What follows belongs to an exercise in optimizing a design on an open flow for small area; a production flow would make more cautious choices. In this exercise RTL edits were held to simulation tests only and were not proved equivalent to the original. Power figures rest on the tool's default switching activity, not on a simulated workload. The flow treats the clock pin as an ideal source, which a real chip does not have.

==> flow/design.v <==
package speckle_pkg;
    localparam int DEF_COLS    = 24;
    localparam int DEF_ROWS    = 24;
    localparam int DEF_NB_DATA = 12;
    localparam int DEF_CLK_DIV = 4;    
    localparam int DEF_RING_LEN = 9;   
    typedef enum logic {
        MODE_SCAN   = 1'b0,    
        MODE_CONFIG = 1'b1     
    } mode_e;
    typedef enum logic [2:0] {
        SEQ_IDLE       = 3'd0,
        SEQ_TRIG       = 3'd1,
        SEQ_WAIT_ADC   = 3'd2,
        SEQ_WRITE      = 3'd3,
        SEQ_READ       = 3'd4,
        SEQ_WAIT_SHIFT = 3'd5,
        SEQ_DONE       = 3'd6
    } seq_state_e;
    typedef enum logic [1:0] {
        SH_IDLE     = 2'd0,
        SH_CLK_HIGH = 2'd1,
        SH_CLK_LOW  = 2'd2,
        SH_KEY      = 2'd3
    } shift_state_e;
endpackage
`timescale 1ns/1ps
import speckle_pkg::*;
module pixel_sequencer
#(
    parameter int COLS    = DEF_COLS,
    parameter int ROWS    = DEF_ROWS,
    parameter int NB_DATA = DEF_NB_DATA
) (
    input  logic               clk,
    input  logic               i_rst,
    input  logic               i_start,
    input  logic               i_mode,       
    input  logic               i_adc_done,
    input  logic [NB_DATA-1:0] i_adc_val,
    input  logic               i_shift_idle,
    output logic               o_adc_trigger,
    output logic               o_wr_en,
    output logic [NB_DATA-1:0] o_wr_data,
    output logic               o_wr_first,
    output logic               o_wr_last,
    output logic               o_rd_en,
    output logic               o_col_last,
    output logic               o_busy,
    output logic               o_done
);
    localparam int COL_W = (COLS > 1) ? $clog2(COLS) : 1;
    localparam int ROW_W = (ROWS > 1) ? $clog2(ROWS) : 1;
    speckle_pkg::seq_state_e         state;
    speckle_pkg::seq_state_e         state_next;
    logic [COL_W-1:0]   col_cnt;
    logic [ROW_W-1:0]   row_cnt;
    logic               rd_settle;   
    logic               start_ok;
    logic               row_last;
    logic               last_pixel;
    logic               shift_ready;
    logic               step;
    assign start_ok = i_start && ((state == SEQ_IDLE) || (state == SEQ_DONE));
    assign row_last   = (row_cnt == ROW_W'(ROWS - 1));
    assign last_pixel = row_last && (col_cnt == COL_W'(COLS - 1));
    assign shift_ready = (state == SEQ_WAIT_SHIFT) && !rd_settle && i_shift_idle;
    assign step = (state == SEQ_WRITE) || shift_ready;
    always_comb begin
        state_next = state;
        case (state)
            SEQ_IDLE, SEQ_DONE: begin
                state_next = SEQ_IDLE;
                if (i_start) begin
                    state_next = (i_mode == MODE_SCAN) ? SEQ_TRIG : SEQ_READ;
                end
            end
            SEQ_TRIG: begin
                state_next = SEQ_WAIT_ADC;
            end
            SEQ_WAIT_ADC: begin
                if (i_adc_done) begin
                    state_next = SEQ_WRITE;
                end
            end
            SEQ_WRITE: begin
                state_next = last_pixel ? SEQ_DONE : SEQ_TRIG;
            end
            SEQ_READ: begin
                if (i_shift_idle) begin    
                    state_next = SEQ_WAIT_SHIFT;
                end
            end
            SEQ_WAIT_SHIFT: begin
                if (shift_ready) begin
                    state_next = last_pixel ? SEQ_DONE : SEQ_READ;
                end
            end
            default: begin
                state_next = SEQ_IDLE;
            end
        endcase
    end
    always_ff @(posedge clk) begin
        if (i_rst) begin
            state     <= SEQ_IDLE;
            col_cnt   <= '0;
            row_cnt   <= '0;
            rd_settle <= 1'b0;
        end else begin
            state     <= state_next;
            rd_settle <= o_rd_en;
            if (start_ok) begin
                col_cnt <= '0;
                row_cnt <= '0;
            end else if (step) begin
                if (row_last) begin
                    row_cnt <= '0;
                    col_cnt <= (col_cnt == COL_W'(COLS - 1)) ? '0 : col_cnt + 1'b1;
                end else begin
                    row_cnt <= row_cnt + 1'b1;
                end
            end
        end
    end
    assign o_adc_trigger = (state == SEQ_TRIG);
    assign o_wr_en       = (state == SEQ_WAIT_ADC) && i_adc_done && !i_rst;
    assign o_wr_data     = i_adc_val;
    assign o_rd_en       = (state == SEQ_READ) && i_shift_idle;
    assign o_wr_first = (row_cnt == '0) && (col_cnt == '0);
    assign o_wr_last  = last_pixel;
    assign o_col_last = row_last;
    assign o_busy = (state != SEQ_IDLE) && (state != SEQ_DONE);
    assign o_done = (state == SEQ_DONE);
endmodule
`timescale 1ns/1ps
import speckle_pkg::*;
module pixel_ram
#(
    parameter int COLS     = DEF_COLS,
    parameter int ROWS     = DEF_ROWS,
    parameter int NB_DATA  = DEF_NB_DATA,
    parameter int RING_LEN = DEF_RING_LEN,
    localparam int DEPTH   = COLS * ROWS,
    localparam int NRING   = DEPTH / RING_LEN
) (
    input  logic               clk,
    input  logic               i_rst,
    input  logic               i_wr_en,
    input  logic [NB_DATA-1:0] i_wr_data,
    input  logic               i_wr_first,    
    input  logic               i_wr_last,     
    input  logic               i_rd_en,
    input  logic               i_col_last,
    output logic               o_rd_valid,
    output logic [NB_DATA-1:0] o_rd_data,
    output logic               o_rd_last
);
    localparam int ROT_W = $clog2(RING_LEN);
    localparam int FIFO_D = 4;
    localparam int FP_W   = 2;
    logic [DEPTH*NB_DATA-1:0] mem;           
    logic [NB_DATA-1:0]       head_q;        
    logic [ROT_W-1:0]         rot;           
    logic                     fix_q;         
    logic                     ext_pend;      
    logic [NB_DATA+1:0]       fifo [FIFO_D];
    logic [FP_W-1:0]          wp, rp;
    logic                     chain_q;       
    logic                     rchain_q;      
    logic                     fifo_ne;
    logic                     ins;           
    logic                     ext;           
    logic                     chain_d;       
    logic [ROT_W-1:0]         rot_d;
    logic                     fix_d;
    logic [FP_W-1:0]          wp_d, rp_d;
    logic                     ext_pend_d;
    logic                     fifo_drop;
    logic [NB_DATA-1:0]       tail;
    logic [NB_DATA-1:0]       src;
    logic [NB_DATA+1:0]       fifo_out;
    logic                     ext_req;
    assign tail     = mem[DEPTH*NB_DATA-1 -: NB_DATA];
    assign fifo_out = fifo[rp];
    assign fifo_ne  = (wp != rp);
    assign ext_req  = o_rd_valid || ext_pend;
    assign ins   = chain_q && !fix_q && fifo_ne;
    assign ext   = chain_q && !fix_q && !fifo_ne && ext_req;
    assign src   = ins ? fifo_out[NB_DATA-1:0] : tail;
    always_ff @(posedge clk) begin
        for (int i = 0; i < NRING; i++) begin
            for (int s = 1; s < RING_LEN; s++) begin
                mem[(i*RING_LEN+s)*NB_DATA +: NB_DATA] <= mem[(i*RING_LEN+s-1)*NB_DATA +: NB_DATA];
            end
            mem[(i*RING_LEN)*NB_DATA +: NB_DATA] <=
                ({NB_DATA{rchain_q}} & mem[(i*RING_LEN+RING_LEN-1)*NB_DATA +: NB_DATA]) |
                ({NB_DATA{chain_q}}  & ((i == 0) ? src : mem[(i*RING_LEN-1)*NB_DATA +: NB_DATA]));
        end
    end
    assign rot_d      = (chain_q || rot >= ROT_W'(RING_LEN - 1)) ? '0 : rot + 1'b1;
    assign fix_d      = ins && fifo_out[NB_DATA+1];
    assign wp_d       = wp + FP_W'(i_wr_en);
    assign fifo_drop  = i_wr_en && !ins && (FP_W'(wp - rp) == FP_W'(FIFO_D - 1));
    assign rp_d       = rp + FP_W'(ins || fifo_drop);
    assign ext_pend_d = !i_rst && ext_req && !ext;
    assign chain_d    = (rot_d == '0) && (fix_d || (wp_d != rp_d) || i_rd_en || ext_pend_d);
    always_ff @(posedge clk) begin
        rot      <= rot_d;
        fix_q    <= fix_d;
        wp       <= wp_d;
        rp       <= rp_d;
        chain_q  <= chain_d;
        rchain_q <= !chain_d;
        if (i_wr_en) begin
            fifo[wp] <= {i_wr_last, i_wr_first, i_wr_data};
        end
        if ((ins && fifo_out[NB_DATA]) || ext) begin
            head_q <= src;
        end
    end
    always_ff @(posedge clk) begin
        ext_pend   <= ext_pend_d;
        o_rd_valid <= i_rd_en;                
        o_rd_last  <= i_rd_en && i_col_last;
    end
    assign o_rd_data = head_q;
endmodule
`timescale 1ns/1ps
import speckle_pkg::*;
module key_shifter
#(
    parameter int NB_DATA = DEF_NB_DATA,
    parameter int CLK_DIV = DEF_CLK_DIV
) (
    input  logic               clk,
    input  logic               i_rst,
    input  logic               i_rd_valid,
    input  logic [NB_DATA-1:0] i_rd_data,
    input  logic               i_rd_last,
    input  logic [NB_DATA-1:0] i_umbral,
    output logic               o_idle,
    output logic               o_chip_col_data,
    output logic               o_chip_col_clk,
    output logic               o_chip_key_wren
);
    localparam int DIV_W = (CLK_DIV > 1) ? $clog2(CLK_DIV) : 1;
    speckle_pkg::shift_state_e     state;
    speckle_pkg::shift_state_e     state_next;
    logic [DIV_W-1:0] div_cnt;
    logic             last_q;       
    logic             phase_end;
    logic             key_bit;
    assign key_bit = (i_rd_data > i_umbral);
    assign phase_end = (div_cnt == DIV_W'(CLK_DIV - 1));
    always_comb begin
        state_next = state;
        case (state)
            SH_IDLE: begin
                if (i_rd_valid) begin
                    state_next = SH_CLK_HIGH;
                end
            end
            SH_CLK_HIGH: begin
                if (phase_end) begin
                    state_next = SH_CLK_LOW;
                end
            end
            SH_CLK_LOW: begin
                if (phase_end) begin
                    state_next = last_q ? SH_KEY : SH_IDLE;
                end
            end
            SH_KEY: begin
                if (phase_end) begin
                    state_next = SH_IDLE;
                end
            end
            default: begin
                state_next = SH_IDLE;
            end
        endcase
    end
    always_ff @(posedge clk) begin
        if (i_rst) begin
            state           <= SH_IDLE;
            div_cnt         <= '0;
            last_q          <= 1'b0;
            o_chip_col_data <= 1'b0;
        end else begin
            state <= state_next;
            if ((state == SH_IDLE) || phase_end) begin
                div_cnt <= '0;
            end else begin
                div_cnt <= div_cnt + 1'b1;
            end
            if ((state == SH_IDLE) && i_rd_valid) begin
                o_chip_col_data <= key_bit;    
                last_q          <= i_rd_last;
            end
        end
    end
    assign o_idle          = (state == SH_IDLE);
    assign o_chip_col_clk  = (state == SH_CLK_HIGH);
    assign o_chip_key_wren = (state == SH_KEY);
endmodule
`timescale 1ns/1ps
import speckle_pkg::*;
module speckle_sensor_controller
#(
    parameter int COLS    = DEF_COLS,
    parameter int ROWS    = DEF_ROWS,
    parameter int NB_DATA = DEF_NB_DATA,
    parameter int CLK_DIV = DEF_CLK_DIV
) (
    input  logic               clk,
    input  logic               i_rst,
    input  logic               i_start,
    input  logic               i_mode,       
    input  logic [NB_DATA-1:0] i_adc_val,
    input  logic               i_adc_done,
    input  logic [NB_DATA-1:0] i_umbral,
    output logic               o_adc_trigger,
    output logic               o_chip_col_data,
    output logic               o_chip_col_clk,
    output logic               o_chip_key_wren,
    output logic               o_busy,
    output logic               o_done
);
    logic               wr_en;
    logic [NB_DATA-1:0] wr_data;
    logic               wr_first;
    logic               wr_last;
    logic               rd_en;
    logic               col_last;
    logic               rd_valid;
    logic [NB_DATA-1:0] rd_data;
    logic               rd_last;
    logic               shift_idle;    
    pixel_sequencer #(
        .COLS          ( COLS          ),
        .ROWS          ( ROWS          ),
        .NB_DATA       ( NB_DATA       )
    ) u_pixel_sequencer (
        .clk           ( clk           ),
        .i_rst         ( i_rst         ),
        .i_start       ( i_start       ),
        .i_mode        ( i_mode        ),
        .i_adc_done    ( i_adc_done    ),
        .i_adc_val     ( i_adc_val     ),
        .i_shift_idle  ( shift_idle    ),
        .o_adc_trigger ( o_adc_trigger ),
        .o_wr_en       ( wr_en         ),
        .o_wr_data     ( wr_data       ),
        .o_wr_first    ( wr_first      ),
        .o_wr_last     ( wr_last       ),
        .o_rd_en       ( rd_en         ),
        .o_col_last    ( col_last      ),
        .o_busy        ( o_busy        ),
        .o_done        ( o_done        )
    );
    pixel_ram #(
        .COLS          ( COLS          ),
        .ROWS          ( ROWS          ),
        .NB_DATA       ( NB_DATA       )
    ) u_pixel_ram (
        .clk           ( clk           ),
        .i_rst         ( i_rst         ),
        .i_wr_en       ( wr_en         ),
        .i_wr_data     ( wr_data       ),
        .i_wr_first    ( wr_first      ),
        .i_wr_last     ( wr_last       ),
        .i_rd_en       ( rd_en         ),
        .i_col_last    ( col_last      ),
        .o_rd_valid    ( rd_valid      ),
        .o_rd_data     ( rd_data       ),
        .o_rd_last     ( rd_last       )
    );
    key_shifter #(
        .NB_DATA         ( NB_DATA         ),
        .CLK_DIV         ( CLK_DIV         )
    ) u_key_shifter (
        .clk             ( clk             ),
        .i_rst           ( i_rst           ),
        .i_rd_valid      ( rd_valid        ),
        .i_rd_data       ( rd_data         ),
        .i_rd_last       ( rd_last         ),
        .i_umbral        ( i_umbral        ),
        .o_idle          ( shift_idle      ),
        .o_chip_col_data ( o_chip_col_data ),
        .o_chip_col_clk  ( o_chip_col_clk  ),
        .o_chip_key_wren ( o_chip_key_wren )
    );
endmodule
==> flow/run.sh <==
#!/bin/bash
# synth_recipe.tcl (not shown) runs the flow's synth.tcl, then flattens the netlist and writes it again
# the make line also repeats each setting of config.mk as NAME=value (left out here)
make -C /OpenROAD-flow-scripts/flow DESIGN_CONFIG=/design/flow/config.mk WORK_HOME=/design/flow/orfs CLKGATE_MAP_FILE= SYNTH_SCRIPT=/design/flow/synth_recipe.tcl finish
==> flow/config.mk <==
export PLATFORM = sky130hd
export DESIGN_NAME = speckle_sensor_controller
export DESIGN_NICKNAME = speckle_sensor_controller
export VERILOG_FILES = /design/flow/design.v
export SDC_FILE = /design/flow/constraint.sdc
export NUM_CORES = 4
export LEC_CHECK = 0
export ABC_AREA = 1
export CAP_MARGIN = 20
export CORE_MARGIN = 2
export CORE_UTILIZATION = 70
export CTS_BUF_LIST = sky130_fd_sc_hd__clkbuf_16
export CTS_CLUSTER_DIAMETER = 80
export CTS_CLUSTER_SIZE = 32
export PLACE_DENSITY = 0.8
export SLEW_MARGIN = 20
==> flow/constraint.sdc <==
create_clock -name core_clock -period 10.0 [get_ports {clk}]
set_input_delay 2.0000 -clock core_clock [delete_from_list [all_inputs] [get_ports {clk}]]
set_output_delay 2.0000 -clock core_clock [all_outputs]
set_load 0.01 [all_outputs]
==> results of run 1 <==
## cell usage in the layout, fill, tap and decap left out, types with 4 or more instances in the layout
cell / count
nor3_1: 6
a21oi_1: 20
buf_4: 17
nand3_1: 13
clkdlybuf4s50_1: 34
inv_1: 821
inv_8: 4
xnor2_1: 4
o21ai_2: 12
nand2_2: 5
nand2_1: 133
dfxtp_1: 6946
inv_16: 5
xor2_1: 5
o21ai_0: 50
ha_1: 22
edfxtp_1: 68
o22ai_1: 744
inv_2: 5
nor2_1: 89
clkbuf_16: 240
## how the worst max path moves through the flow
stage / start / end / slack (ns) / depth (start not counted)
floorplan: i_rst / u_pixel_ram.fifo[0][0] / 6.19 / 4
CTS: u_pixel_sequencer.state[0] / o_busy / 5.63 / 5
finish: u_pixel_sequencer.state[2] / o_busy / 5.64 / 4
global placement: i_rst / u_pixel_ram.chain_q / 5.59 / 13
global route: u_pixel_sequencer.state[0] / o_busy / 5.46 / 5
detailed placement: i_rst / u_pixel_ram.chain_q / 5.63 / 13
## logic make-up after synthesis
| group | count (synthesis) | synth area share, % |
|---|---|---|
| buffers and inverters | 1003 | 2.59 |
| flip-flops | 7014 | 93.0 |
| adder cells (fa/ha/maj) | 22 | 0.181 |
| AND/OR/NAND/NOR | 259 | 0.713 |
| XOR/XNOR | 10 | 0.0701 |
| AO/OA/AOI/OAI | 834 | 3.41 |
## power by group
group	total, uW	leakage (uW)	internal (uW)	switching (uW)
clock network	12000	0.00310	4380	7570
logic	4830	0.00601	1530	3300
registers	46600	0.0591	42600	3990
total	63300	0.0682	48500	14900
## state kept, by name (all words and copies together) (netlist names), 3 cells and up
register                   count
u_pixel_ram.fifo              56
u_pixel_sequencer.col_cnt      5
u_pixel_sequencer.state        3
u_pixel_ram.mem             6912
u_pixel_ram.head_q            12
u_pixel_sequencer.row_cnt      5
u_pixel_ram.rot                4
## area by class of cell
cell class / count / area share, %
Antenna cell: 1 / 0.00155
Clock buffer: 240 / 3.73
Clock inverter: 22 / 0.163
Inverter: 822 / 1.93
Multi-Input combinational cell: 1125 / 4.12
Sequential cell: 7014 / 87.5
Tap cell: 2838 / 2.20
Timing Repair Buffer: 55 / 0.335
## worst max-delay path: stages (launching register included)
cell	delay, ns
dfxtp_1	0.48
inv_1	0.16
o21ai_0	0.19
nand2_1	0.13
clkdlybuf4s50_1	0.51
## metrics by stage
step,hold WS (ns),instance area [sq um],std cells,utilization (%)
6_report,0.314,161000,12100,75.0
5_1_grt,0.316,161000,12100,75.0
4_1_cts,0.309,161000,12100,75.0
3_5_place_dp,0.312,155000,11900,72.0
3_3_place_gp,0.310,155000,11900,72.0
2_1_floorplan,0.310,152000,9142,-
## per-layer routing
layer | track usage [%] | share of wire [%] | vias up
met1 | 26.0 | 48 | 27800
met2 | 31.5 | 48 | 473
li1 | - | - | 28500
met3 | 2.52 | 2.4 | 305
met4 | 4.09 | 1.9 | 0
met5 | 0 | 0 | -
## cell usage after synthesis, drive strengths merged, types with 5 or more instances
| library cell | instances |
|---|---|
| buf | 100 |
| dfxtp | 6946 |
| xnor2 | 5 |
| o22ai | 744 |
| o21ai | 65 |
| nand2 | 141 |
| nor3 | 6 |
| edfxtp | 68 |
| a21oi | 20 |
| ha | 22 |
| inv | 822 |
| xor2 | 5 |
| clkbuf | 81 |
| nand3 | 15 |
| nor2 | 92 |
==> reports/metrics.cfg, run 1 <==
[floorplan]
core_area_sq_mm = 0.215
die_w_microns = 469
die_y_microns = 469
start_util_pct = 70.5
rows = 170
pin_count = 35
die_area_sq_mm = 0.220

[finish]
seq_area_sq_mm = 0.141
finalNetCount = 9307
syn2layout_area_growth_pct = 6.29
fill_cells = 11700
drive_gt1_share_pct = 3.35
multi_input_area_sq_mm = 0.00664

[worst_setup_path]
crit_arrival_ns = 2.36
crit_type = reg -> out
startpoint_type = register
r2r_end = u_pixel_ram.mem[109]
timing.rr.start = u_pixel_ram.rchain_q
r2r_cells = 4
r2r_slack_ns = 6.40
cp-end-kind = output port
critPathRequiredTime_ns = 8.00
worst-path-max-fanout = 7

[synthesis]
ys_async_sr_fraction_pct = 0
syn-num-nets = 9193
synth_ff_type = dfxtp_1
syn_area_per_cell_sq_um = 16.6
synth_warnings = 3
yosysTopAreaCellShare_pct = 91.7
synth-edff-count = 68
synth.area.top_cells = dfxtp_1 92%, o22ai_1 3.1%, inv_1 2.0%, edfxtp_1 1.3%, nand2_1 0.33%
ys_seq_area_share_pct = 93.0
synth_area_sq_mm = 0.152
ys_ff_latch = 7014
ys_types = 38
synth_cells = 9142
synth_top_area_cell = dfxtp_1

[route]
vias = 57100
wire_per_inst_microns = 16.9
dr.pass1.iters = 5
routed_via_density = 4.71
drt_wl_total_mm = 205
drc = 0
ant_nets = 0
initialDrtViolationCount = 2930

[outcome]
status = timing/DRC/antenna clean

[cts]
cts.sinks = 7014
ctsRootBufferMaster = clkbuf_16
post_cts_resized = 0
cts.hold.buffers_added = 0
clk_pin_slew_worst_paths_ns = 0.11
cts_tree = done
clockBufferDepth = 3
clk_latency_ns = 0.90
cts_setup_buffers = 0
cts_buffers = 238
h-tree-depth = 4

[power_and_ir_drop]
finalPower_uw = 63300
leakagePower_uw = 0.0682
powerDensity_mw_per_mm2 = 393
ir_worst_vdd_mv = 0.288

[sta]
max_freq_mhz = 229
final.setup.worst_slack_ns = 5.64
finClkSkew_ns = 0.0306
setup_viol = 0
rsz0062_at_grt = no
min_period_ns = 4.36
drv_slew = 0
setup_tns_ns = 0
slew_headroom_pct = 29.8
final_hold_viol_count = 0
worst_pin_slew_ns = 1.05
timing.final.crit_share_pct = 43.6

[global_routing]
grt_pass1_wl_mm = 334
grt_usage_pct = 18.6
gr-total-overflow = 0
grt_pass1_vias = 61400
antenna_found_initial = 1
grt_max_degree = 179

[worst_hold_path]
holdCritPathClass = reg -> reg
hold_path_end = u_pixel_ram.mem[6448]
min_path_cells = 0
worstHoldStart = u_pixel_ram.mem[6436]

[placement]
dpl.hpwl_mm = 101
dpl_worst_slack_ns = 5.63
gp_congestion = 0.769
io_buffers = 34

[flow_run]
drv_cap = 0

==> inputs of run 2 (changes only) <==
--- a/flow/design.v
+++ b/flow/design.v
@@ -39,11 +39,13 @@
     input  logic               i_adc_done,
     input  logic [NB_DATA-1:0] i_adc_val,
     input  logic               i_shift_idle,
+    input  logic               i_rd_valid,   
     output logic               o_adc_trigger,
     output logic               o_wr_en,
     output logic [NB_DATA-1:0] o_wr_data,
     output logic               o_wr_first,
     output logic               o_wr_last,
+    output logic               o_scan_start,
     output logic               o_rd_en,
     output logic               o_col_last,
     output logic               o_busy,
@@ -55,7 +57,6 @@
     speckle_pkg::seq_state_e         state_next;
     logic [COL_W-1:0]   col_cnt;
     logic [ROW_W-1:0]   row_cnt;
-    logic               rd_settle;   
     logic               start_ok;
     logic               row_last;
     logic               last_pixel;
@@ -64,7 +65,7 @@
     assign start_ok = i_start && ((state == SEQ_IDLE) || (state == SEQ_DONE));
     assign row_last   = (row_cnt == ROW_W'(ROWS - 1));
     assign last_pixel = row_last && (col_cnt == COL_W'(COLS - 1));
-    assign shift_ready = (state == SEQ_WAIT_SHIFT) && !rd_settle && i_shift_idle;
+    assign shift_ready = (state == SEQ_WAIT_SHIFT) && !i_rd_valid && i_shift_idle;
     assign step = (state == SEQ_WRITE) || shift_ready;
     always_comb begin
         state_next = state;
@@ -106,10 +107,8 @@
             state     <= SEQ_IDLE;
             col_cnt   <= '0;
             row_cnt   <= '0;
-            rd_settle <= 1'b0;
         end else begin
             state     <= state_next;
-            rd_settle <= o_rd_en;
             if (start_ok) begin
                 col_cnt <= '0;
                 row_cnt <= '0;
@@ -129,6 +128,7 @@
     assign o_rd_en       = (state == SEQ_READ) && i_shift_idle;
     assign o_wr_first = (row_cnt == '0) && (col_cnt == '0);
     assign o_wr_last  = last_pixel;
+    assign o_scan_start = start_ok && !i_rst && (i_mode == MODE_SCAN);
     assign o_col_last = row_last;
     assign o_busy = (state != SEQ_IDLE) && (state != SEQ_DONE);
     assign o_done = (state == SEQ_DONE);
@@ -150,79 +150,90 @@
     input  logic [NB_DATA-1:0] i_wr_data,
     input  logic               i_wr_first,    
     input  logic               i_wr_last,     
+    input  logic               i_scan_start,  
     input  logic               i_rd_en,
-    input  logic               i_col_last,
     output logic               o_rd_valid,
-    output logic [NB_DATA-1:0] o_rd_data,
-    output logic               o_rd_last
+    output logic [NB_DATA-1:0] o_rd_data
 );
     localparam int ROT_W = $clog2(RING_LEN);
-    localparam int FIFO_D = 4;
+    localparam int FIFO_D = 3;    
     localparam int FP_W   = 2;
     logic [DEPTH*NB_DATA-1:0] mem;           
     logic [NB_DATA-1:0]       head_q;        
     logic [ROT_W-1:0]         rot;           
-    logic                     fix_q;         
+    logic                     fix_pend;      
     logic                     ext_pend;      
-    logic [NB_DATA+1:0]       fifo [FIFO_D];
-    logic [FP_W-1:0]          wp, rp;
+    logic                     flip;          
+    logic [NB_DATA-1:0]       fifo [FIFO_D];
+    logic [FP_W-1:0]          wp, rp;        
+    logic [FP_W-1:0]          cnt;           
     logic                     chain_q;       
     logic                     rchain_q;      
     logic                     fifo_ne;
     logic                     ins;           
     logic                     ext;           
+    logic                     fix;           
     logic                     chain_d;       
     logic [ROT_W-1:0]         rot_d;
-    logic                     fix_d;
-    logic [FP_W-1:0]          wp_d, rp_d;
+    logic                     fix_pend_d;
+    logic [FP_W-1:0]          wp_d, rp_d, cnt_d;
     logic                     ext_pend_d;
-    logic                     fifo_drop;
     logic [NB_DATA-1:0]       tail;
     logic [NB_DATA-1:0]       src;
-    logic [NB_DATA+1:0]       fifo_out;
+    logic [NB_DATA-1:0]       fifo_out;
     logic                     ext_req;
     assign tail     = mem[DEPTH*NB_DATA-1 -: NB_DATA];
-    assign fifo_out = fifo[rp];
-    assign fifo_ne  = (wp != rp);
+    assign fifo_out = (rp == FP_W'(0)) ? fifo[0] : (rp == FP_W'(1)) ? fifo[1] : fifo[2];
+    assign fifo_ne  = (cnt != '0);
     assign ext_req  = o_rd_valid || ext_pend;
-    assign ins   = chain_q && !fix_q && fifo_ne;
-    assign ext   = chain_q && !fix_q && !fifo_ne && ext_req;
-    assign src   = ins ? fifo_out[NB_DATA-1:0] : tail;
+    assign ins   = chain_q && fifo_ne;
+    assign fix   = chain_q && !fifo_ne && fix_pend;
+    assign ext   = chain_q && !fifo_ne && !fix_pend && ext_req;
+    assign src   = ins ? (fifo_out ^ {NB_DATA{flip}}) : tail;
     always_ff @(posedge clk) begin
         for (int i = 0; i < NRING; i++) begin
             for (int s = 1; s < RING_LEN; s++) begin
                 mem[(i*RING_LEN+s)*NB_DATA +: NB_DATA] <= mem[(i*RING_LEN+s-1)*NB_DATA +: NB_DATA];
             end
             mem[(i*RING_LEN)*NB_DATA +: NB_DATA] <=
-                ({NB_DATA{rchain_q}} & mem[(i*RING_LEN+RING_LEN-1)*NB_DATA +: NB_DATA]) |
-                ({NB_DATA{chain_q}}  & ((i == 0) ? src : mem[(i*RING_LEN-1)*NB_DATA +: NB_DATA]));
+                ~(({NB_DATA{chain_q}}  | mem[(i*RING_LEN+RING_LEN-1)*NB_DATA +: NB_DATA]) &
+                  ({NB_DATA{rchain_q}} | ((i == 0) ? src : mem[(i*RING_LEN-1)*NB_DATA +: NB_DATA])));
         end
     end
     assign rot_d      = (chain_q || rot >= ROT_W'(RING_LEN - 1)) ? '0 : rot + 1'b1;
-    assign fix_d      = ins && fifo_out[NB_DATA+1];
-    assign wp_d       = wp + FP_W'(i_wr_en);
-    assign fifo_drop  = i_wr_en && !ins && (FP_W'(wp - rp) == FP_W'(FIFO_D - 1));
-    assign rp_d       = rp + FP_W'(ins || fifo_drop);
+    assign fix_pend_d = i_scan_start ? 1'b0 :
+                        (i_wr_en && i_wr_last) ? 1'b1 :
+                        (fix ? 1'b0 : fix_pend);
+    assign wp_d       = i_scan_start ? '0 : !i_wr_en ? wp : (wp >= FP_W'(FIFO_D - 1)) ? '0 : wp + 1'b1;
+    assign rp_d       = i_scan_start ? '0 : !ins     ? rp : (rp >= FP_W'(FIFO_D - 1)) ? '0 : rp + 1'b1;
+    assign cnt_d      = i_scan_start ? '0 : cnt + FP_W'(i_wr_en) - FP_W'(ins);
     assign ext_pend_d = !i_rst && ext_req && !ext;
-    assign chain_d    = (rot_d == '0) && (fix_d || (wp_d != rp_d) || i_rd_en || ext_pend_d);
+    assign chain_d    = (rot_d == '0) && (fix_pend_d || (cnt_d != '0) || i_rd_en || ext_pend_d);
     always_ff @(posedge clk) begin
         rot      <= rot_d;
-        fix_q    <= fix_d;
+        if (!chain_q && rot == ROT_W'(RING_LEN - 1)) begin
+            flip <= !flip;
+        end
+        fix_pend <= fix_pend_d;
         wp       <= wp_d;
         rp       <= rp_d;
+        cnt      <= cnt_d;
         chain_q  <= chain_d;
         rchain_q <= !chain_d;
-        if (i_wr_en) begin
-            fifo[wp] <= {i_wr_last, i_wr_first, i_wr_data};
+        for (int j = 0; j < FIFO_D; j++) begin
+            if (i_wr_en && wp == FP_W'(j)) begin
+                fifo[j] <= i_wr_data;
+            end
         end
-        if ((ins && fifo_out[NB_DATA]) || ext) begin
-            head_q <= src;
+        if (i_wr_en && i_wr_first) begin
+            head_q <= i_wr_data;
+        end else if (ext) begin
+            head_q <= tail ^ {NB_DATA{flip}};
         end
     end
     always_ff @(posedge clk) begin
         ext_pend   <= ext_pend_d;
-        o_rd_valid <= i_rd_en;                
-        o_rd_last  <= i_rd_en && i_col_last;
+        o_rd_valid <= i_rd_en && !i_rst;      
     end
     assign o_rd_data = head_q;
 endmodule
@@ -331,11 +342,11 @@
     logic [NB_DATA-1:0] wr_data;
     logic               wr_first;
     logic               wr_last;
+    logic               scan_start;
     logic               rd_en;
     logic               col_last;
     logic               rd_valid;
     logic [NB_DATA-1:0] rd_data;
-    logic               rd_last;
     logic               shift_idle;    
     pixel_sequencer #(
         .COLS          ( COLS          ),
@@ -349,11 +360,13 @@
         .i_adc_done    ( i_adc_done    ),
         .i_adc_val     ( i_adc_val     ),
         .i_shift_idle  ( shift_idle    ),
+        .i_rd_valid    ( rd_valid      ),
         .o_adc_trigger ( o_adc_trigger ),
         .o_wr_en       ( wr_en         ),
         .o_wr_data     ( wr_data       ),
         .o_wr_first    ( wr_first      ),
         .o_wr_last     ( wr_last       ),
+        .o_scan_start  ( scan_start    ),
         .o_rd_en       ( rd_en         ),
         .o_col_last    ( col_last      ),
         .o_busy        ( o_busy        ),
@@ -370,11 +383,10 @@
         .i_wr_data     ( wr_data       ),
         .i_wr_first    ( wr_first      ),
         .i_wr_last     ( wr_last       ),
+        .i_scan_start  ( scan_start    ),
         .i_rd_en       ( rd_en         ),
-        .i_col_last    ( col_last      ),
         .o_rd_valid    ( rd_valid      ),
-        .o_rd_data     ( rd_data       ),
-        .o_rd_last     ( rd_last       )
+        .o_rd_data     ( rd_data       )
     );
     key_shifter #(
         .NB_DATA         ( NB_DATA         ),
@@ -384,7 +396,7 @@
         .i_rst           ( i_rst           ),
         .i_rd_valid      ( rd_valid        ),
         .i_rd_data       ( rd_data         ),
-        .i_rd_last       ( rd_last         ),
+        .i_rd_last       ( col_last        ),    
         .i_umbral        ( i_umbral        ),
         .o_idle          ( shift_idle      ),
         .o_chip_col_data ( o_chip_col_data ),
==> flow/config.mk (replaced) <==
export PLATFORM = sky130hd
export DESIGN_NAME = speckle_sensor_controller
export DESIGN_NICKNAME = speckle_sensor_controller
export VERILOG_FILES = /design/flow/design.v
export SDC_FILE = /design/flow/constraint.sdc
export NUM_CORES = 4
export LEC_CHECK = 0
export CAP_MARGIN = 20
export CORE_MARGIN = 2
export CORE_UTILIZATION = 80
export CTS_BUF_LIST = sky130_fd_sc_hd__clkbuf_16
export CTS_CLUSTER_DIAMETER = 80
export CTS_CLUSTER_SIZE = 30
export PLACE_DENSITY = 0.88
export SLEW_MARGIN = 20
==> run 2 against run 1 <==
  * The run now fails in 4_1_cts
  * Synthesized cell count shrank 9.6%
  * Synthesized area shrank 2.4%
==> reports/metrics.cfg, run 2 <==
[synthesis]
synth_top_area_cell = dfxtp_1
synth_cells = 8260  ; -9.6%
synth_ff_type = dfxtp_1
yosysTopAreaCellShare_pct = 93.9  ; +2.2 points
synth-edff-count = 49  ; -28%
synthTopCellsByCount = 6946 x dfxtp_1, 756 x o22ai_1, 177 x clkbuf_1
ys_types = 56  ; +47%
synth_area_sq_mm = 0.148  ; -2.4%
ys_async_sr_fraction_pct = 0  ; unchanged
synth_warnings = 4  ; +1
ys_seq_area_share_pct = 94.9  ; +1.9 points
synth.area.top_cells = dfxtp_1 94%, o22ai_1 3.2%, edfxtp_1 0.99%, clkbuf_1 0.45%, ha_1 0.18%
synth_most_common_cell = dfxtp_1
ys_ff_latch = 6995  ; -0.27%
syn_area_per_cell_sq_um = 17.9  ; +8.0%
syn-num-nets = 8310  ; -9.6%

[cts]
post_cts_resized = 0  ; unchanged
ctsRootBufferMaster = clkbuf_16
cts.hold.buffers_added = 0  ; unchanged
cts_buffers = 283  ; +19%
cts_setup_buffers = 0  ; unchanged
clockBufferDepth = 4  ; +1
h-tree-depth = 5  ; +1
cts.sinks = 6995  ; -0.27%

[floorplan]
die_w_microns = 434  ; -7.5%
pin_count = 35  ; unchanged
rows = 157  ; -7.6%
start_util_pct = 80.7  ; +10 points
die_y_microns = 434  ; -7.5%

[outcome]
error = [ERROR DPL-0033] detailed placement checks failed during check placement.
lastStage = 4_1_cts
status = did not finish

[placement]
io_buffers = 34  ; unchanged
postPlaceCellArea_sq_mm = 0.151  ; -2.6%
dpl.hpwl_mm = 139  ; +38%
gp_congestion = 0.746  ; -2.9%

==> run 2: per-stage QoR <==
step / util [%] / std cells / worst slack (ns)
after floorplan: - / 8260 / 6.13
after global placement: 82.2 / 10600 / 5.33
after detailed placement: 82.2 / 10600 / 5.03
==> run 2: how the worst min path moves through the flow <==
stage                                     start  cells after the start  slack, ns               endpoint
after detailed placement  u_pixel_ram.mem[1958]                      0       0.31  u_pixel_ram.mem[1970]
after global placement    u_pixel_ram.mem[6703]                      0       0.31  u_pixel_ram.mem[6715]
after floorplan            u_pixel_ram.mem[988]                      0       0.31  u_pixel_ram.mem[1000]
==> run 2: cell families after synthesis <==
logic type      after synthesis  share of synthesized area, %
fa+ha+maj                    21                         0.177
xor+xnor                     28                         0.166
buf+inv                     223                         0.581
simple gates                116                         0.423
compound gates              862                          3.64
flops                      6995                          94.9
mux                          15                         0.101
==> run 2: power by group through the flow <==
stage | sequential (uW) | combinational [uW] | clock, uW
2_1_floorplan | 43500 | 1950 | 0
3_3_place_gp | 45000 | 2300 | 0
3_5_place_dp | 46600 | 2720 | 0
==> inputs of run 3 (changes only) <==
--- a/flow/config.mk
+++ b/flow/config.mk
@@ -7,9 +7,9 @@
 export LEC_CHECK = 0
 export CAP_MARGIN = 20
 export CORE_MARGIN = 2
-export CORE_UTILIZATION = 80
+export CORE_UTILIZATION = 60
 export CTS_BUF_LIST = sky130_fd_sc_hd__clkbuf_16
 export CTS_CLUSTER_DIAMETER = 80
 export CTS_CLUSTER_SIZE = 30
-export PLACE_DENSITY = 0.88
+export PLACE_DENSITY = 0.64
 export SLEW_MARGIN = 20
==> run 3 against run 2 <==
  * Synthesized area did not move
  * The run now finishes clean
  * Synthesized cell count did not move
==> reports/metrics.cfg, run 3 <==
[worst_hold_path]
holdCritPathClass = reg -> reg

[flow_run]
drv_cap = 0

[synthesis]
synth_ff_type = dfxtp_1
ys_ff_latch = 6995  ; unchanged
synth_area_sq_mm = 0.148  ; unchanged
synth_warnings = 4  ; unchanged
ys_seq_area_share_pct = 94.9  ; unchanged
syn-num-nets = 8310  ; unchanged
ys_async_sr_fraction_pct = 0  ; unchanged
syn_area_per_cell_sq_um = 17.9  ; unchanged
synth_top_area_cell = dfxtp_1
synth_most_common_cell = dfxtp_1
synth.area.top_cells = dfxtp_1 94%, o22ai_1 3.2%, edfxtp_1 0.99%, clkbuf_1 0.45%, ha_1 0.18%
ys_types = 56  ; unchanged
synthTopCellsByCount = 6946 x dfxtp_1, 756 x o22ai_1, 177 x clkbuf_1
synth-edff-count = 49  ; unchanged
synth_cells = 8260  ; unchanged
yosysTopAreaCellShare_pct = 93.9  ; unchanged

[finish]
largest_reg_flops = 6912
top_register = u_pixel_ram.mem
top_regs = u_pixel_ram.mem (6912), u_pixel_ram.fifo (36), u_pixel_ram.head_q (12)
syn2layout_area_growth_pct = 7.61
final_common_cell = dfxtp_1
finish.utilization_pct = 64.8
final_cell_mix = 6944 x dfxtp_1, 756 x o22ai_1, 290 x clkbuf_16
finalNetCount = 8456
final_cells = 11600
fill_cells = 16800
final_area_sq_mm = 0.159
drive_gt1_share_pct = 3.90

[floorplan]
core_area_sq_mm = 0.246
die_w_microns = 501  ; +15%
die_y_microns = 501  ; +15%
pin_count = 35  ; unchanged
die_area_sq_mm = 0.251
start_util_pct = 60.3  ; -20 points
rows = 182  ; +16%

[power_and_ir_drop]
switchingPower_uw = 12800
internal_power_uw = 47300
powerDensity_mw_per_mm2 = 377
p_comb_share_pct = 4.1
swShare_pct = 21.4
ir_worst_vdd_mv = 0.248
leakagePower_uw = 0.0646
p_clk_share_pct = 21.3
power_frac_seq_pct = 74.6

[placement]
io_buffers = 34  ; unchanged
dpl.hpwl_mm = 85.0  ; -39%
postPlaceCellArea_sq_mm = 0.152  ; +0.65%
dpl.cell_count = 11300  ; +7.2%
gp_congestion = 0.747  ; +0.11%

[route]
initialDrtViolationCount = 2580
drc = 0
wire_per_inst_microns = 14.7
vias = 53100
routed_via_density = 4.56
ant_nets = 0
dr.pass1.iters = 5
drt_wl_total_mm = 172

[worst_setup_path]
crit_arrival_ns = 2.66
startpoint_type = register
critPathRequiredTime_ns = 8.00
cp-end-kind = output port
crit_type = reg -> out
worst-path-max-fanout = 17

[global_routing]
grt_pass1_vias = 54600
grt_max_degree = 180
grt_pass1_wl_mm = 286
gr-total-overflow = 0
grt_usage_pct = 13.7
antenna_found_initial = 2

[sta]
rsz0062_at_grt = no
drv_slew = 0
min_period_ns = 4.66
slew_headroom_pct = 35.7
setup_viol = 0
worst_pin_slew_ns = 0.965
final_hold_viol_count = 0
setup_tns_ns = 0
timing.final.crit_share_pct = 46.6
max_freq_mhz = 215
finClkSkew_ns = 0.0423

[cts]
clk_pin_slew_worst_paths_ns = 0.10
clk_latency_ns = 0.91
cts.hold.buffers_added = 0  ; unchanged
post_cts_resized = 0  ; unchanged
ctsRootBufferMaster = clkbuf_16
cts_tree = done
h-tree-depth = 5  ; unchanged
cts_buffers = 285  ; +0.71%
clockBufferDepth = 4  ; unchanged
cts_setup_buffers = 0  ; unchanged
cts.sinks = 6995  ; unchanged

[outcome]
status = timing/DRC/antenna clean

run 3: metal layers:
layer	vias to the layer above	track usage (%)	wire, microns	part of all wire [%]
met5	-	0	0	0
met2	425	19.7	69400	40
li1	26900	-	-	-
met4	0	4.24	4430	2.6
met1	25500	21.3	93500	54
met3	323	2.25	4500	2.6
run 3: power by group through the flow:
stage               Sequential (uW)  Clock, uW  Combinational (uW)
detailed placement            45400          0                2510
CTS                           45100      13200                2540
finish                        44800      12800                2480
floorplan                     43500          0                1950
global route                  46200      14200                2790
global placement              45100          0                2390
run 3: critical path, cell delays in order (launching register included):
cell and delay, ns:
dfxtp_1 0.60, inv_1 0.33, nor3_1 0.26, clkdlybuf4s50_1 0.57
run 3: layout make-up:
type	count	area (sq um)	area share [%]
clock inverter	19	189	0.119
multi-input combinational	1042	6670	4.19
tap	3220	4030	2.53
sequential	6995	141000	88.2
antenna	1	2.50	0.00157
timing repair buffer	53	533	0.335
clock buffer	290	7260	4.55
inverter	29	109	0.0683
run 3: final timing paths:
check	from	end	slack [ns]	cells past startpoint
max	u_pixel_sequencer.state[0]	o_adc_trigger	5.34	3
min	u_pixel_ram.mem[404]	u_pixel_ram.mem[416]	0.30	0
max reg2reg	u_pixel_ram.chain_q	u_pixel_ram.mem[3351]	6.42	4
min reg2reg	u_pixel_ram.mem[404]	u_pixel_ram.mem[416]	0.30	0
run 3: stage by stage:
| stage | total power [uW] | setup WS, ns | hold WS, ns |
|---|---|---|---|
| final | 60100 | 5.34 | 0.301 |
| after global routing | 63200 | 5.10 | 0.309 |
| after CTS | 60900 | 5.25 | 0.295 |
| after detailed placement | 47900 | 5.36 | 0.312 |
| after global placement | 47500 | 5.34 | 0.310 |
| after floorplan | 45500 | 6.13 | 0.310 |
run 3: kinds of logic after synthesis:
| family | Yosys count | share of synthesized area [%] |
|---|---|---|
| AND/OR/NAND/NOR | 116 | 0.423 |
| AO/OA/AOI/OAI | 862 | 3.64 |
| multiplexers | 15 | 0.101 |
| adder cells (fa/ha/maj) | 21 | 0.177 |
| XOR/XNOR | 28 | 0.166 |
| buffers and inverters | 223 | 0.581 |
| flip-flops | 6995 | 94.9 |
==> inputs of run 4 (changes only) <==
--- a/flow/config.mk
+++ b/flow/config.mk
@@ -10,6 +10,6 @@
 export CORE_UTILIZATION = 60
 export CTS_BUF_LIST = sky130_fd_sc_hd__clkbuf_16
 export CTS_CLUSTER_DIAMETER = 80
-export CTS_CLUSTER_SIZE = 30
+export CTS_CLUSTER_SIZE = 32
 export PLACE_DENSITY = 0.64
 export SLEW_MARGIN = 20
==> run 4 against run 3 <==
  * Non-clock buffer count unchanged
  * Clock power decreased by 7%
  * Worst hold slack better by 0.0082 ns
  * Combinational power about the same
  * First-iteration DRC count increased by 0.23%
  * Sequential share of layout area increased by 0.57 points
==> reports/metrics.cfg, run 4 <==
[synthesis]
synth_xor_area_share_pct = 0.166  ; unchanged
synthTopCellsByCount = 6946 x dfxtp_1, 756 x o22ai_1, 177 x clkbuf_1
syn_area_per_cell_sq_um = 17.9  ; unchanged
ys_async_sr_fraction_pct = 0  ; unchanged
synth_fa_ha_area_share_pct = 0.177  ; unchanged
ys_ff_latch = 6995  ; unchanged
synth_area_sq_mm = 0.148  ; unchanged
ys_types = 56  ; unchanged
synth.area.top_cells = dfxtp_1 94%, o22ai_1 3.2%, edfxtp_1 0.99%, clkbuf_1 0.45%, ha_1 0.18%
synth-edff-count = 49  ; unchanged
ys_seq_area_share_pct = 94.9  ; unchanged
syn-num-nets = 8310  ; unchanged
synth_cells = 8260  ; unchanged
synth_ff_type = dfxtp_1
synthMuxAreaShare_pct = 0.101  ; unchanged
synth_warnings = 4  ; unchanged
synth_top_family_by_area = compound AO/OA/AOI/OAI gates
synth_top_area_cell = dfxtp_1
synth_most_common_cell = dfxtp_1
synth_simple_gate_area_share_pct = 0.423  ; unchanged
yosysTopAreaCellShare_pct = 93.9  ; unchanged
synth_compound_area_share_pct = 3.64  ; unchanged

[global_routing]
grt_pass1_wl_mm = 283  ; -0.95%
antenna_found_initial = 2  ; unchanged
grt_max_degree = 180  ; unchanged
grt_usage_pct = 13.6  ; -0.14 points
grt_pass1_vias = 54000  ; -0.94%
gr-total-overflow = 0  ; unchanged

[route]
drc = 0  ; unchanged
drt_wl_total_mm = 171  ; -0.74%
vias = 52800  ; -0.70%
routed_via_density = 4.55  ; -0.35%
wire_per_inst_microns = 14.7  ; -0.39%
dr.pass1.iters = 5  ; unchanged
ant_nets = 0  ; unchanged
initialDrtViolationCount = 2586  ; +0.23%

[sta]
finClkSkew_ns = 0.0370  ; -0.00523 ns
setup_tns_ns = 0  ; unchanged
timing.final.crit_share_pct = 46.8  ; +0.18 points
setup_viol = 0  ; unchanged
slew_headroom_pct = 34.6  ; -1.1 points
drv_slew = 0  ; unchanged
final_hold_viol_count = 0  ; unchanged
holdWs_ns = 0.310  ; +0.00816 ns
max_freq_mhz = 214  ; -0.39%
rsz0062_at_grt = no
worst_pin_slew_ns = 0.981  ; +0.0161 ns
min_period_ns = 4.68  ; +0.0183 ns

[worst_setup_path]
r2r_slack_ns = 6.42  ; about the same
timing.rr.start = u_pixel_ram.chain_q
worst-path-max-fanout = 17  ; unchanged
slowest_delay_ns = 0.61  ; about the same
r2r_cells = 4  ; unchanged
critPathRequiredTime_ns = 8.00  ; about the same
crit_chain = inv_1, nor3_1, clkdlybuf4s50_1
r2r_end = u_pixel_ram.mem[3569]
startpoint_type = register
worstSetupStartpoint = u_pixel_sequencer.state[0]
crit_type = reg -> out
crit_arrival_ns = 2.68  ; +0.02 ns
crit_slowest_cell = dfxtp_1
cp-end-kind = output port

[cts]
cts_tree = done
post_cts_resized = 0  ; unchanged
cts.hold.buffers_added = 0  ; unchanged
clk_pin_slew_worst_paths_ns = 0.11  ; about the same
cts.sinks = 6995  ; unchanged
clk_latency_ns = 0.88  ; -0.03 ns
ctsRootBufferMaster = clkbuf_16
clockBufferDepth = 3  ; -1
cts_setup_buffers = 0  ; unchanged
cts_buffers = 239  ; -16%
h-tree-depth = 4  ; -1

[power_and_ir_drop]
leakagePower_uw = 0.0641  ; -0.79%
powerDensity_mw_per_mm2 = 374  ; -0.96%
ir_worst_vdd_mv = 0.211  ; -15%

[floorplan]
die_y_microns = 501  ; unchanged
core_area_sq_mm = 0.246  ; unchanged
rows = 182  ; unchanged
die_area_sq_mm = 0.251  ; unchanged
pin_count = 35  ; unchanged
die_w_microns = 501  ; unchanged
start_util_pct = 60.3  ; unchanged

[placement]
gp_congestion = 0.747  ; unchanged
io_buffers = 34  ; unchanged
dpl.hpwl_mm = 85.0  ; unchanged

[finish]
drive_gt1_share_pct = 3.43  ; -0.47 points
top_regs = u_pixel_ram.mem (6912), u_pixel_ram.fifo (36), u_pixel_ram.head_q (12)
finalNetCount = 8410  ; -0.54%
final_common_cell = dfxtp_1
largest_reg_flops = 6912  ; unchanged
syn2layout_area_growth_pct = 6.92
top_register = u_pixel_ram.mem
final_cell_mix = 6944 x dfxtp_1, 756 x o22ai_1, 241 x clkbuf_16

[worst_hold_path]
min_path_cells = 0  ; unchanged
hold_path_end = u_pixel_ram.mem[4737]
worstHoldStart = u_pixel_ram.mem[4725]
holdCritPathClass = reg -> reg

[flow_run]
drv_cap = 0  ; unchanged

[outcome]
status = timing/DRC/antenna clean

## run 4: cell types whose count changed in the layout (fill, tap and decap cells not counted), sizes merged
cell / previous run / this run
inv: 40 / 46
clkbuf: 290 / 241
clkinv: 8 / 10
## run 4: final cells by class
cell class / instances / area [sq um]
sequential: 6995 / 141000
fill: 16800 / 87400
multi-input combinational: 1042 / 6670
clock buffer: 241 / 6030
tap: 3220 / 4030
timing repair buffer: 53 / 533
clock inverter: 27 / 393
inverter: 29 / 109
antenna: 1 / 2.50
## run 4: worst max-delay path, delay by kind of cell, from the launching register on
family | cells | cell delay (ns)
buffers and inverters | 2 | 0.91
and+or+nand+nor | 1 | 0.28
DFF | 1 | 0.61
## run 4: kinds of logic after synthesis
kind of cell,after synthesis
flip-flops,6995
AND/OR/NAND/NOR,116
AO/OA/AOI/OAI,862
adder cells (fa/ha/maj),21
multiplexers,15
XOR/XNOR,28
buffers and inverters,223
## run 4: per-stage QoR
stage               worst slack [ns]  utilization [%]  std cells  total power, uW  cell area [sq um]
finish                          5.32             64.4      11600            59200             158000
global route                    5.11             64.4      11600            62200             158000
CTS                             5.25             64.4      11600            59900             158000
detailed placement              5.36             61.8      11300            47900             152000
global placement                5.34             61.8      11300            47500             152000
floorplan                       6.13                -       8260            45500             148000
## run 4: how the worst max path moves through the flow
| stage | to | slack, ns | cells past startpoint |
|---|---|---|---|
| detailed placement | u_pixel_ram.head_q[5] | 5.36 | 5 |
| floorplan | u_pixel_ram.fifo[2][0] | 6.13 | 4 |
| global placement | u_pixel_ram.chain_q | 5.34 | 10 |
| global route | o_adc_trigger | 5.11 | 3 |
| finish | o_adc_trigger | 5.32 | 3 |
| CTS | o_adc_trigger | 5.25 | 3 |
## run 4: metal layers
metal	vias up	share of wire, %	global-route usage [%]
met5	-	0	0
li1	26800	-	-
met4	0	2.1	3.39
met1	25300	55	21.2
met3	263	2.8	2.30
met2	378	41	19.7
## run 4: power breakdown
part | leakage (uW) | total [uW] | switching [uW] | internal [uW]
Sequential | 0.0587 | 44800 | 3870 | 40900
Combinational | 0.00218 | 2480 | 1440 | 1040
Clock | 0.00316 | 11900 | 7450 | 4420
==> inputs of run 5 (changes only) <==
==> flow/flow/run.sh (new file) <==
#!/bin/bash
# The standard layout (standard.sh: ORFS from synthesis to finish) with two
# changes, both passed to ORFS through its own variables:
#  - each port gets a sky130_fd_sc_hd__buf_1 as its buffer (ORFS's default pick
#    here is the larger clkdlybuf4s50_1);
#  - clock tree synthesis adds no dummy loads to the leaf clock nets.
# The make output goes to standard_flow.log; ORFS keeps each step's log under
# orfs/logs/.
set -euo pipefail
export BUFFER_PORTS_ARGS="-buffer_cell sky130_fd_sc_hd__buf_1"
export CTS_ARGS="-sink_clustering_enable -repair_clock_nets -buf_list sky130_fd_sc_hd__clkbuf_16 -sink_clustering_size 32 -sink_clustering_max_diameter 80 -dont_use_dummy_load"
bash standard.sh finish > standard_flow.log 2>&1
==> flow/standard.sh (new file) <==
#!/bin/bash
# synth_recipe.tcl (not shown) runs the flow's synth.tcl, then flattens the netlist and writes it again
# the make line also repeats each setting of config.mk as NAME=value (left out here)
make -C /OpenROAD-flow-scripts/flow DESIGN_CONFIG=/design/flow/config.mk WORK_HOME=/design/flow/orfs CLKGATE_MAP_FILE= SYNTH_SCRIPT=/design/flow/synth_recipe.tcl "${@:-finish}"
removed: flow/run.sh
==> run 5 against run 4 <==
  * Die area is the same
  * Largest cell class unchanged
  * Sequential cell count is the same
  * Utilization shrank 0.27 points
==> reports/metrics.cfg, run 5 <==
[placement]
dpl.hpwl_mm = 86.3  ; +1.4%
gp_congestion = 0.719  ; -3.7%
io_buffers = 34  ; unchanged

[route]
highest_layer = met4
routed_via_density = 4.55  ; +0.19%
drt_wl_total_mm = 171  ; +0.42%
drc = 0  ; unchanged
initialDrtViolationCount = 2548  ; -1.5%
ant_nets = 0  ; unchanged
dr_wl_met3_mm = 4.62  ; -2.0%
dr.pass1.iters = 4  ; -1
met2_length_mm = 69.6  ; +0.61%
wire_per_inst_microns = 14.8  ; +0.66%
vias = 52700  ; -0.049%
met1_length_mm = 93.3  ; +0.33%

[sta]
setup_viol = 0  ; unchanged
finClkSkew_ns = 0.0669  ; +0.0298 ns
min_period_ns = 4.16  ; -0.517 ns
timing.final.crit_share_pct = 41.6  ; -5.2 points
final_hold_viol_count = 0  ; unchanged
slew_headroom_pct = 25.2  ; -9.4 points
drv_slew = 0  ; unchanged
worst_pin_slew_ns = 1.12  ; +0.141 ns
rsz0062_at_grt = no
holdWs_ns = 0.280  ; -0.0298 ns
setup_tns_ns = 0  ; unchanged
max_freq_mhz = 240  ; +12%

[worst_setup_path]
path_depth = 3  ; unchanged
slowest_delay_ns = 0.60  ; about the same
r2r_cells = 4  ; unchanged
crit_chain = inv_1, nor3_1, buf_1
timing.rr.start = u_pixel_ram.chain_q
r2r_slack_ns = 6.84  ; +0.42 ns
r2r_end = u_pixel_ram.mem[977]
critPathRequiredTime_ns = 8.00  ; about the same
path_buf_inv = 2  ; unchanged
path_delay_family = flip-flops
cp-end-kind = output port
startpoint_type = register
crit_slowest_cell = dfxtp_1
worstSetupStartpoint = u_pixel_sequencer.state[0]
endpoint = o_adc_trigger
crit_arrival_ns = 2.16  ; -0.52 ns
crit_type = reg -> out
worst-path-max-fanout = 17  ; unchanged

[cts]
cts_setup_buffers = 0  ; unchanged
cts_buffers = 239  ; unchanged
clk_pin_slew_worst_paths_ns = 0.11  ; about the same
cts.hold.buffers_added = 0  ; unchanged
h-tree-depth = 4  ; unchanged
clk_latency_ns = 0.88  ; about the same
cts.sinks = 6995  ; unchanged
ctsRootBufferMaster = clkbuf_16
cts_tree = done
clockBufferDepth = 3  ; unchanged
post_cts_resized = 0  ; unchanged

[finish]
syn2layout_area_growth_pct = 6.47
top_register = u_pixel_ram.mem
fill_cells = 17100  ; +1.6%
largest_reg_flops = 6912  ; unchanged
final_cell_mix = 6944 x dfxtp_1, 756 x o22ai_1, 239 x clkbuf_16
final_common_cell = dfxtp_1
top_regs = u_pixel_ram.mem (6912), u_pixel_ram.fifo (36), u_pixel_ram.head_q (12)
drive_gt1_share_pct = 3.17  ; -0.26 points
finalNetCount = 8411  ; +0.012%

[synthesis]
synthTopCellsByCount = 6946 x dfxtp_1, 756 x o22ai_1, 177 x clkbuf_1
ys_ff_latch = 6995  ; unchanged
syn_area_per_cell_sq_um = 17.9  ; unchanged
ys_async_sr_fraction_pct = 0  ; unchanged
synth_cells = 8260  ; unchanged
synth_area_sq_mm = 0.148  ; unchanged
synth.area.top_cells = dfxtp_1 94%, o22ai_1 3.2%, edfxtp_1 0.99%, clkbuf_1 0.45%, ha_1 0.18%
synth_most_common_cell = dfxtp_1
syn-num-nets = 8310  ; unchanged
ys_types = 56  ; unchanged
yosysTopAreaCellShare_pct = 93.9  ; unchanged
synth-edff-count = 49  ; unchanged
synth_ff_type = dfxtp_1
synth_top_area_cell = dfxtp_1
ys_seq_area_share_pct = 94.9  ; unchanged
synth_warnings = 4  ; unchanged

[global_routing]
grt_pass1_vias = 54000  ; -0.12%
grt_max_degree = 162  ; -10%
antenna_found_initial = 1  ; -1
grt_usage_pct = 13.6  ; +0.066 points
grt_pass1_wl_mm = 283  ; about the same
gr-total-overflow = 0  ; unchanged

[outcome]
status = timing/DRC/antenna clean

[floorplan]
rows = 182  ; unchanged
die_y_microns = 501  ; unchanged
die_w_microns = 501  ; unchanged
die_area_sq_mm = 0.251  ; unchanged
core_area_sq_mm = 0.246  ; unchanged
start_util_pct = 60.3  ; unchanged
pin_count = 35  ; unchanged

[power_and_ir_drop]
powerDensity_mw_per_mm2 = 373  ; -0.15%
ir_worst_vdd_mv = 0.223  ; +5.8%
leakagePower_uw = 0.0637  ; -0.48%

[worst_hold_path]
holdCritPathClass = reg -> reg

[flow_run]
drv_cap = 0  ; unchanged

-- run 5: cell counts after synthesis --
Identical to the previous run, type by type.
-- run 5: through the flow --
step	utilization [%]	power, uW	instance area (sq um)	cells	worst slack, ns
3_5_place_dp	61.7	47900	152000	11300	5.75
5_1_grt	64.2	61800	158000	11600	5.63
2_1_floorplan	-	45500	148000	8260	6.13
6_report	64.2	58800	158000	11600	5.84
4_1_cts	64.2	59600	158000	11600	5.75
3_3_place_gp	61.7	47500	152000	11300	5.76
-- run 5: per-layer routing --
metal / vias up / global-route usage, %
met4: 0 / 3.51
met5: - / 0
li1: 26800 / -
met2: 343 / 19.7
met3: 273 / 2.36
met1: 25300 / 21.3
-- run 5: power by group --
group          internal [uW]  switching (uW)  total (uW)
clock                   4300            7250       11500
sequential             40900            3870       44800
combinational           1030            1430        2460
-- run 5: worst min-delay path by stage --
stage	start	slack [ns]	cells after the start	to
finish	u_pixel_ram.mem[3952]	0.28	0	u_pixel_ram.mem[3964]
global route	u_pixel_ram.mem[3952]	0.28	0	u_pixel_ram.mem[3964]
CTS	u_pixel_ram.mem[3952]	0.29	0	u_pixel_ram.mem[3964]
detailed placement	u_pixel_ram.mem[1530]	0.31	0	u_pixel_ram.mem[1542]
global placement	u_pixel_ram.mem[2095]	0.31	0	u_pixel_ram.mem[2107]
floorplan	u_pixel_ram.mem[988]	0.31	0	u_pixel_ram.mem[1000]
-- run 5: cells by family (layout without fill, tap and decap cells) --
family                   count (synthesis)  in the layout  synth area share, %
AO/OA/AOI/OAI                          862            862                 3.64
XOR/XNOR                                28             28                0.166
adder cells (fa/ha/maj)                 21             21                0.177
buffers and inverters                  223            322                0.581
flip-flops                            6995           6995                 94.9
multiplexers                            15             15                0.101
other                                    0              1                    0
AND/OR/NAND/NOR                        116            116                0.423
-- run 5: final cells by class --
type / instances / area (sq um) / area share (%)
inverter: 29 / 109 / 0.0691
clock buffer: 239 / 5980 / 3.79
timing repair buffer: 54 / 315 / 0.200
sequential: 6995 / 141000 / 89.1
multi-input combinational: 1042 / 6670 / 4.23
tap: 3220 / 4030 / 2.56
antenna: 1 / 2.50 / 0.00159

what the ideal ports hide:
The results above use ideal ports. As a check the final layouts listed here were re-extracted and re-timed, cells and wires unchanged. Step 1 (the two cells are an assumption about what drives the block):
set clk [get_ports {clk}]
set_driving_cell -lib_cell sky130_fd_sc_hd__clkbuf_16 $clk
set_driving_cell -lib_cell sky130_fd_sc_hd__buf_2 [delete_from_list [all_inputs] $clk]
Step 2 also shifts input and output timing later by t, the mid clock arrival at the registers, as if the neighbouring blocks saw the same clock. Slacks: ideal ports / drivers / drivers and shift; pairs: ideal ports / drivers.
| run | t, ns | setup WS [ns] | latest minus earliest clock arrival (ns) |
|---|---|---|---|
| run 1 | 0.966 | 5.642 / 5.560 / 5.660 | 0.048 / 0.048 |
| run 3 | 0.982 | 5.340 / 5.254 / 5.274 | 0.057 / 0.057 |
| run 4 | 0.952 | 5.321 / 5.239 / 5.313 | 0.057 / 0.057 |
| run 5 | 0.927 | 5.838 / 5.753 / 5.700 | 0.080 / 0.081 |
After both steps every run listed still meets setup and hold. For run 5, which loses most, drivers alone change the setup slack by -0.085 ns; drivers and shift together by -0.138 ns.
